Source: an optimization exercise on an open RTL-to-GDS flow (aim: small area and a short achievable clock period). Production flows keep margins and buffers that such runs may drop. Function was checked by simulation only, so behaviour that the tests miss may differ from the original. Power and IR drop assume default switching activity.

== raven ==
Design id_stage, start of the top module:
module id_stage (
    input  logic                 clk,
    input  logic                 reset_i,
    input  logic                 valid_i,
    input  la_id_pkg::word_t     pc_i,
    input  la_id_pkg::inst_t     inst_i,
    input  logic                 ex_we_i,
    input  la_id_pkg::reg_addr_t ex_waddr_i,
    input  la_id_pkg::word_t     ex_wdata_i,
    input  logic                 mem_we_i,
    input  la_id_pkg::reg_addr_t mem_waddr_i,
    input  la_id_pkg::word_t     mem_wdata_i,
    input  logic                 wb_we_i,
    input  la_id_pkg::reg_addr_t wb_waddr_i,
    input  la_id_pkg::word_t     wb_wdata_i,
    output logic                 ex_valid_o,
    output la_id_pkg::alusel_t   ex_alusel_o,
    output la_id_pkg::aluop_t    ex_aluop_o,
    output la_id_pkg::word_t     ex_opa_o,
    output la_id_pkg::word_t     ex_opb_o,
    output la_id_pkg::reg_addr_t ex_waddr_o,
    output logic                 ex_we_o,
    output la_id_pkg::word_t     ex_link_addr_o,
    output logic                 ex_illegal_o,
    output logic                 branch_taken_o,
    output la_id_pkg::word_t     branch_target_o
);
    logic [31:1][31:0]    regs;
    logic [31:1]          rvalid;
    la_id_pkg::reg_addr_t raddr2, waddr;
  ...
Size: ~3800 cells after synthesis, about 1100 flip-flops, about 330 I/O pins, about 0.050 mm^2 of cells after synthesis.
Settings: LEC_CHECK=0, ABC_CLOCK_PERIOD_IN_PS=10000, CAP_MARGIN=20, CORE_MARGIN=2, CORE_UTILIZATION=40, SETUP_SLACK_MARGIN=4, SLEW_MARGIN=20, TNS_END_PERCENT=0; clock period 12.0 ns.
standard.sh (not shown) runs the stock make flow with config.mk's settings and CLKGATE_MAP_FILE= SYNTH_SCRIPT=/design/flow/synth_recipe.tcl, a recipe that flattens the netlist after the stock synthesis.
==> flow/flow/run.sh <==
#!/bin/bash
# Own layout flow: the standard flow (standard.sh), unchanged synthesis,
# with two changes to how the layout is made:
#  - the port buffers are buf_2 cells instead of the default pick
#  - clock tree synthesis adds no dummy loads
# Each step's full output goes to a log file in this folder; ORFS's own
# per-step logs stay under orfs/logs/.
set -euo pipefail
export BUFFER_PORTS_ARGS="-buffer_cell sky130_fd_sc_hd__buf_2"
export CTS_ARGS="-sink_clustering_enable -repair_clock_nets -dont_use_dummy_load"
bash standard.sh synth > synth.log 2>&1
bash standard.sh finish > layout.log 2>&1
test -s out/final.def
Every stage of the flow completed for raven, and the final layout passed the timing, design-rule and antenna checks.
--- input diff raven..garnet ---
Settings: a change of SETUP_SLACK_MARGIN from 4 to 3.
==> flow/flow/run.sh <==
#!/bin/bash
# Own layout flow: the standard flow (standard.sh), unchanged synthesis,
# with three changes to how the layout is made:
#  - the port buffers are buf_1 cells instead of the default pick
#  - clock tree synthesis builds from clkbuf_4/clkbuf_8 and adds no dummy loads
# Each step's full output goes to a log file in this folder; ORFS's own
# per-step logs stay under orfs/logs/.
set -euo pipefail
export BUFFER_PORTS_ARGS="-buffer_cell sky130_fd_sc_hd__buf_1"
export CTS_ARGS="-sink_clustering_enable -repair_clock_nets -dont_use_dummy_load -buf_list {sky130_fd_sc_hd__clkbuf_4 sky130_fd_sc_hd__clkbuf_8}"
bash standard.sh synth > synth.log 2>&1
bash standard.sh finish > layout.log 2>&1
test -s out/final.def
Results
- Post-route worst setup slack ends up lower on garnet.
- Summary of garnet over raven: max-cap check violation count was more or less identical; part of the power in combinational logic went up by 0.2 points; total power went down by about 4%; hold slack went down by 15 ps.
- On global-route usage, the higher figure sits with garnet, not raven.
- In garnet the clock latency on the worst-skew pair turned out 150 ps higher than in raven.
- Cmp raven and garnet / maximum clock skew at final layout / higher: garnet
- Against raven, wire length in garnet rose by a few percent.
Input changes introduced in cedar (baseline for comparison: garnet):
==> flow/flow/run.sh <==
#!/bin/bash
# Own layout flow: the standard flow (standard.sh), unchanged synthesis,
# with two changes to how the layout is made:
#  - the port buffers are buf_2 cells instead of the default pick
#  - clock tree synthesis adds no dummy loads
# Each step's full output goes to a log file in this folder; ORFS's own
# per-step logs stay under orfs/logs/.
set -euo pipefail
export BUFFER_PORTS_ARGS="-buffer_cell sky130_fd_sc_hd__buf_2"
export CTS_ARGS="-sink_clustering_enable -repair_clock_nets -dont_use_dummy_load"
bash standard.sh synth > synth.log 2>&1
bash standard.sh finish > layout.log 2>&1
test -s out/final.def
==> comparison <==
cedar reports its library cell contributing the largest single delay on the critical path as or3b_2 while garnet reports nor4_4. In cedar relative to garnet, total stage count of the critical path had gone down by a little under 10%. Changes observed in cedar relative to garnet: sequential share of layout area fell 0.62 points; leakage power of the design rose 0.93 nW; clock skew fell 4.8 ps; maximum fanout along the worst path rose 10. cedar vs garnet: power dissipated in combinational cells up slightly. cedar vs. garnet: share of cells above drive strength 1 went up by 4.8 points. There was hardly any difference in number of antenna violations at the first check in global routing between cedar and garnet. cedar and garnet ended up with roughly the same clock slew seen by the registers of the worst setup and hold paths. As of cedar, amount of wire on met2 after detailed routing had fallen by a few percent compared to garnet.

-- separate check: timing with driven ports --
The flow's constraints put no driver on any port. The routed layouts listed below were extracted and timed again, unchanged, in two steps. Step 1 sets driving cells, clkbuf_16 on the clock port and buf_2 on the other inputs (assumed; they add their load-dependent delay and slew). Step 2 moves the port delays by t, midway between the first and last clock arrival at a register: inputs arrive t later, outputs are due t later. That takes back most of the time a late clock gives input paths. a / b / c = ideal / step 1 / step 2; a / b = the first two.
| run | shift t [ns] | setup slack, ns | worst hold slack (ns) | clock arrival spread, ns | pins driven straight from the clock port |
|---|---|---|---|---|---|
| raven | 0.804 | 1.785 / 1.759 / 1.759 | 0.489 / 0.489 / 0.489 | 0.102 / 0.102 | 1 |
| garnet | 0.960 | 1.695 / 1.674 / 1.674 | 0.474 / 0.474 / 0.474 | 0.096 / 0.097 | 1 |
| cedar | 0.804 | 1.785 / 1.759 / 1.759 | 0.489 / 0.489 / 0.489 | 0.102 / 0.102 | 1 |
After both steps setup and hold are still met in every run listed.
